What follows belongs to an exercise in optimizing a design on an open flow for small area, a short achievable clock period and few clock cycles per item; a production flow would make more cautious choices.
In this exercise RTL edits were held to simulation tests only and were not proved equivalent to the original.
Power is estimated from default activity; no workload was simulated.

==> flow/design.v <==
package aesKeyPkg;
	typedef logic [31:0] word32;  
	typedef logic [127:0] aesKey128;  
	typedef logic [1407:0] expandedKey;  
	typedef logic [3:0] roundIndex;
	typedef logic [7:0] rconByte;
	localparam roundIndex numRounds = 4'd10;
	localparam int numWords = 14;
endpackage
`timescale 1ns/1ps
module sboxLookup(input [31:0] inWord, output [31:0] outWord);
  localparam [2047:0] SBOX = {
		128'h637c777bf26b6fc53001672bfed7ab76, 128'hca82c97dfa5947f0add4a2af9ca472c0,
		128'hb7fd9326363ff7cc34a5e5f171d83115, 128'h04c723c31896059a071280e2eb27b275,
		128'h09832c1a1b6e5aa0523bd6b329e32f84, 128'h53d100ed20fcb15b6acbbe394a4c58cf,
		128'hd0efaafb434d338545f9027f503c9fa8, 128'h51a3408f929d38f5bcb6da2110fff3d2,
		128'hcd0c13ec5f974417c4a77e3d645d1973, 128'h60814fdc222a908846eeb814de5e0bdb,
		128'he0323a0a4906245cc2d3ac629195e479, 128'he7c8376d8dd54ea96c56f4ea657aae08,
		128'hba78252e1ca6b4c6e8dd741f4bbd8b8a, 128'h703eb5664803f60e613557b986c11d9e,
		128'he1f8981169d98e949b1e87e9ce5528df, 128'h8ca1890dbfe6426841992d0fb054bb16};
  genvar b;
  generate for (b=0;b<4;b=b+1) begin : g
    wire [7:0] x = inWord[8*b +: 8];
    assign outWord[8*b +: 8] = SBOX[2047 - 8*x -: 8];
  end endgenerate
endmodule
`timescale 1ns/1ps
module keyLoader (
	input logic [3:0][31:0] words,  
	input logic [3:0] round,  
	input aesKeyPkg::rconByte rcon,
	output aesKeyPkg::word32 prevWord  
);
	aesKeyPkg::word32 fix;
	always_comb
	begin
		case (round)
			4'd1: fix = words[0] ^ words[1] ^ words[2];  
			4'd2: fix = words[1];  
			4'd3: fix = words[2];  
			default: fix = '0;
		endcase
	end
	assign prevWord = words[3] ^ fix ^ {rcon, 24'h000000};
endmodule
`timescale 1ns/1ps
module roundKeyGenerator (
	input logic clock,
	input logic reset,
	input logic start,
	output logic shift,  
	output logic [3:0] round,  
	output aesKeyPkg::rconByte rcon,  
	output logic done
);
	logic running;
	aesKeyPkg::roundIndex count;  
	always_ff @(posedge clock)
	begin
		if (reset)
		begin
			running <= 1'b0;
			done <= 1'b0;
		end
		else if (start)
		begin
			running <= 1'b1;
			done <= 1'b0;
		end
		else if (running && count == aesKeyPkg::numRounds)
		begin
			running <= 1'b0;
			done <= 1'b1;
		end
	end
	always_ff @(posedge clock)
	begin
		if (start)
			count <= 4'd1;
		else if (running)
			count <= count + 4'd1;
	end
	always_comb
	begin
		case (count)
			4'd1: rcon = 8'h01;
			4'd2: rcon = 8'h02;
			4'd3: rcon = 8'h04;
			4'd4: rcon = 8'h08;
			4'd5: rcon = 8'h10;
			4'd6: rcon = 8'h20;
			4'd7: rcon = 8'h40;
			4'd8: rcon = 8'h80;
			4'd9: rcon = 8'h1b;
			4'd10: rcon = 8'h36;
			default: rcon = 8'h00;
		endcase
	end
	assign shift = running;
	assign round = count;
endmodule
`timescale 1ns/1ps
module keyScheduleStore (
	input logic clock,
	input logic start,
	input logic shift,
	input logic [3:0][31:0] loadWords,
	input aesKeyPkg::word32 nextWord,
	output logic [13:0][31:0] words
);
	always_ff @(posedge clock)
	begin
		if (start)
			words[3:0] <= loadWords;
		else if (shift)
			words[3:0] <= {words[2:0], nextWord};
	end
	always_ff @(posedge clock)
	begin
		if (shift)
			words[13:4] <= words[12:3];
	end
endmodule
`timescale 1ns/1ps
module keyExpansionTop (
	input logic clock,
	input logic reset,
	input logic start,
	input aesKeyPkg::aesKey128 cipherKey,
	output aesKeyPkg::expandedKey keyExp,
	output logic keyExpDone
);
	logic [13:0][31:0] words;  
	aesKeyPkg::word32 subWord;
	aesKeyPkg::word32 prevWord;
	aesKeyPkg::word32 nextWord;
	aesKeyPkg::rconByte rcon;
	logic [3:0] round;
	logic shift;
	roundKeyGenerator control (
		.clock(clock),
		.reset(reset),
		.start(start),
		.shift(shift),
		.round(round),
		.rcon(rcon),
		.done(keyExpDone)
	);
	keyLoader tap (
		.words(words[3:0]),
		.round(round),
		.rcon(rcon),
		.prevWord(prevWord)
	);
	sboxLookup sbox (
		.inWord({words[0][23:0], words[0][31:24]}),
		.outWord(subWord)
	);
	assign nextWord = prevWord ^ subWord;
	keyScheduleStore store (
		.clock(clock),
		.start(start),
		.shift(shift),
		.loadWords(cipherKey),  
		.nextWord(nextWord),
		.words(words)
	);
	aesKeyPkg::word32 a [0:10];
	aesKeyPkg::word32 b [0:10];
	aesKeyPkg::word32 c [0:10];
	aesKeyPkg::word32 d [0:10];
	assign d[0] = words[10];
	assign c[0] = words[11];
	assign b[0] = words[12];
	assign a[0] = words[13];
	assign d[1] = words[9];
	assign c[1] = d[1] ^ d[0];
	assign b[1] = c[1] ^ c[0];
	assign a[1] = c[1] ^ (b[0] ^ c[0]);
	for (genvar r = 2; r <= 10; r++)
	begin : g_round
		assign d[r] = words[10 - r];
		assign c[r] = d[r] ^ d[r - 1];
		assign b[r] = d[r] ^ d[r - 2];
		assign a[r] = c[r] ^ c[r - 2];
	end
	for (genvar r = 0; r <= 10; r++)
	begin : g_out
		assign keyExp[1407 - 128 * r -: 128] = {a[r], b[r], c[r], d[r]};
	end
endmodule
Settings: LEC_CHECK=0, ABC_AREA=1, CAP_MARGIN=20, CORE_AREA=2 2 458 458, DIE_AREA=0 0 460 460, SLEW_MARGIN=20; clock period 10.0 ns.
standard.sh (not shown) runs the stock make flow with config.mk's settings and CLKGATE_MAP_FILE= SYNTH_SCRIPT=/design/flow/synth_recipe.tcl, a recipe that flattens the netlist after the stock synthesis.
==> flow/flow/run.sh <==
#!/bin/bash
# The standard layout, with the smallest buffer on every input and output
# port instead of the one buffer_ports picks by default, and gate sizing
# free to change a cell's footprint.
set -euo pipefail
bash standard.sh "BUFFER_PORTS_ARGS=-buffer_cell sky130_fd_sc_hd__buf_1" MATCH_CELL_FOOTPRINT=0 SETUP_SLACK_MARGIN=5.8 "IO_CONSTRAINTS=$(pwd)/flow/pins.tcl" "PLACE_PINS_ARGS=-min_distance 1 -min_distance_in_tracks" finish > standard_flow.log 2>&1
Other scripts of this flow, unchanged in this note and not shown: flow/flow/pins.tcl
The first run finished clean.
Testbench counts at the start, summed over its fixed seeds: cycles 8,800, keys 800.
==> next run, changes <==
==> flow/flow/run.sh (replaced) <==
#!/bin/bash
# The standard layout, with the smallest buffer on every input and output
# port instead of the one buffer_ports picks by default, and gate sizing
# free to change a cell's footprint.
set -euo pipefail
bash standard.sh "BUFFER_PORTS_ARGS=-buffer_cell sky130_fd_sc_hd__buf_1" MATCH_CELL_FOOTPRINT=0 "IO_CONSTRAINTS=$(pwd)/flow/pins.tcl" finish > standard_flow.log 2>&1
Settings changed: SETUP_SLACK_MARGIN from default to 5.
This time the run died in 3_2_place_iop on PPL-0111.
Synthesized area does not change.
Synthesized cell count does not change.
==> next run, changes <==
==> flow/flow/run.sh (replaced) <==
#!/bin/bash
# The standard layout, with the smallest buffer on every input and output
# port instead of the one buffer_ports picks by default, and gate sizing
# free to change a cell's footprint.
set -euo pipefail
bash standard.sh "BUFFER_PORTS_ARGS=-buffer_cell sky130_fd_sc_hd__buf_1" MATCH_CELL_FOOTPRINT=0 SETUP_SLACK_MARGIN=5.6 "IO_CONSTRAINTS=$(pwd)/flow/pins.tcl" "PLACE_PINS_ARGS=-min_distance 1 -min_distance_in_tracks" finish > standard_flow.log 2>&1
Settings changed: CTS_BUF_LIST from default to sky130_fd_sc_hd__clkbuf_8, SETUP_SLACK_MARGIN 5 to default.
After rerunning: The new run produced a clean layout. Area after synthesis stays the same. Synthesized cell count stays the same.
==> next run, changes <==
==> flow/flow/run.sh (replaced) <==
#!/bin/bash
# The standard layout, with the smallest buffer on every input and output
# port instead of the one buffer_ports picks by default, and gate sizing
# free to change a cell's footprint.
set -euo pipefail
bash standard.sh "BUFFER_PORTS_ARGS=-buffer_cell sky130_fd_sc_hd__buf_1" MATCH_CELL_FOOTPRINT=0 SETUP_SLACK_MARGIN=6.2 "IO_CONSTRAINTS=$(pwd)/flow/pins.tcl" "PLACE_PINS_ARGS=-min_distance 1 -min_distance_in_tracks" finish > standard_flow.log 2>&1
Settings changed: CTS_BUF_LIST sky130_fd_sc_hd__clkbuf_8 to default.
After rerunning:
- The changed run completed with no timing, DRC or antenna violations
- wire length climbs by a quarter to a third
- worst setup slack gets better by 200 ps
- clock power drops by a few percent
==> next run, changes <==
==> flow/flow/run.sh (replaced) <==
#!/bin/bash
# The standard layout, with the smallest buffer on every input and output
# port instead of the one buffer_ports picks by default, and gate sizing
# free to change a cell's footprint.
set -euo pipefail
bash standard.sh "BUFFER_PORTS_ARGS=-buffer_cell sky130_fd_sc_hd__buf_1" MATCH_CELL_FOOTPRINT=0 "IO_CONSTRAINTS=$(pwd)/flow/pins.tcl" "PLACE_PINS_ARGS=-min_distance 1 -min_distance_in_tracks" finish > standard_flow.log 2>&1
Settings changed: CTS_BUF_LIST from default to sky130_fd_sc_hd__clkbuf_8, CTS_CLUSTER_DIAMETER from default to 80, CTS_CLUSTER_SIZE from default to 30, SETUP_SLACK_MARGIN from default to 5.
=> The changed run passed the timing, design-rule and antenna checks; total power fell by 20%; die area is unchanged; worst setup slack loses 720 ps; register-to-register slack is worse by 70 ps; sequential cell count does not change; combinational power came out lower by 25%; via count falls by 15%.


// keyExpansionTop: RTL as listed in full above, without the edits since
==> flow/config.mk <==
export PLATFORM = sky130hd
export DESIGN_NAME = keyExpansionTop
export DESIGN_NICKNAME = keyExpansionTop
export VERILOG_FILES = /design/flow/design.v
export SDC_FILE = /design/flow/constraint.sdc
export NUM_CORES = 4
export LEC_CHECK = 0
export ABC_AREA = 1
export CAP_MARGIN = 20
export CORE_AREA = 2 2 458 458
export DIE_AREA = 0 0 460 460
export SETUP_SLACK_MARGIN = 5
export SLEW_MARGIN = 20
==> flow/constraint.sdc <==
create_clock -name core_clock -period 10.0 [get_ports {clock}]
set_input_delay 2.0000 -clock core_clock [delete_from_list [all_inputs] [get_ports {clock}]]
set_output_delay 2.0000 -clock core_clock [all_outputs]
set_load 0.01 [all_outputs]
==> flow/flow/run.sh <==
#!/bin/bash
# The standard layout, with the smallest buffer on every input and output
# port instead of the one buffer_ports picks by default, and gate sizing
# free to change a cell's footprint.
set -euo pipefail
bash standard.sh "BUFFER_PORTS_ARGS=-buffer_cell sky130_fd_sc_hd__buf_1" MATCH_CELL_FOOTPRINT=0  finish > standard_flow.log 2>&1
Testbench counts at the start, summed over its fixed seeds: cycles 8,800, keys 800.
Then changed:
- ABC_AREA: 1 -> default
- CORE_AREA: 2 2 458 458 -> 2 2 428 428
- DIE_AREA: 0 0 460 460 -> 0 0 430 430
Count of clock-buffer cells in the layout rises by 13. First-iteration DRC count fell by roughly a tenth. Maximum frequency shrinks slightly.

## separate check: timing with driven ports
How much do the figures lean on ideal ports? The routed layouts below were timed once more, with nothing changed but the port constraints.
Step 1 sets driving cells, clkbuf_16 on the clock port and buf_2 on the other inputs (assumed; they add their load-dependent delay and slew).
Step 2 moves the port delays by t, midway between the first and last clock arrival at a register: inputs arrive t later, outputs are due t later. That takes back most of the time a late clock gives input paths.
Three values: ideal, step 1, step 2; two values: the first two.
| run | t (ns) | setup WS [ns] | hold slack, ns | worst register clock-pin slew, ns |
|---|---|---|---|---|
| the first run of note 1 | 0.723 | 5.882 / 5.814 / 5.547 | 0.465 / 0.465 / 0.465 | 0.07 / 0.07 |
| the third run of note 1 | 0.869 | 5.725 / 5.655 / 5.530 | 0.461 / 0.461 / 0.461 | 0.08 / 0.08 |
| the fourth run of note 1 | 0.748 | 5.921 / 5.849 / 5.706 | 0.464 / 0.464 / 0.464 | 0.07 / 0.07 |
| the fifth run of note 1 | 0.824 | 5.200 / 5.127 / 5.731 | 0.476 / 0.476 / 0.476 | 0.12 / 0.12 |
| the first run of note 2 | 0.799 | 4.950 / 4.849 / 5.473 | 0.463 / 0.463 / 0.463 | 0.07 / 0.07 |
| the second run of note 2 | 0.770 | 4.910 / 4.818 / 5.097 | 0.498 / 0.498 / 0.498 | 0.06 / 0.06 |
After both steps every run listed still meets setup and hold. The setup slack of the first run of note 1, which loses most, moves by -0.068 ns with the drivers and by -0.335 ns with both steps.
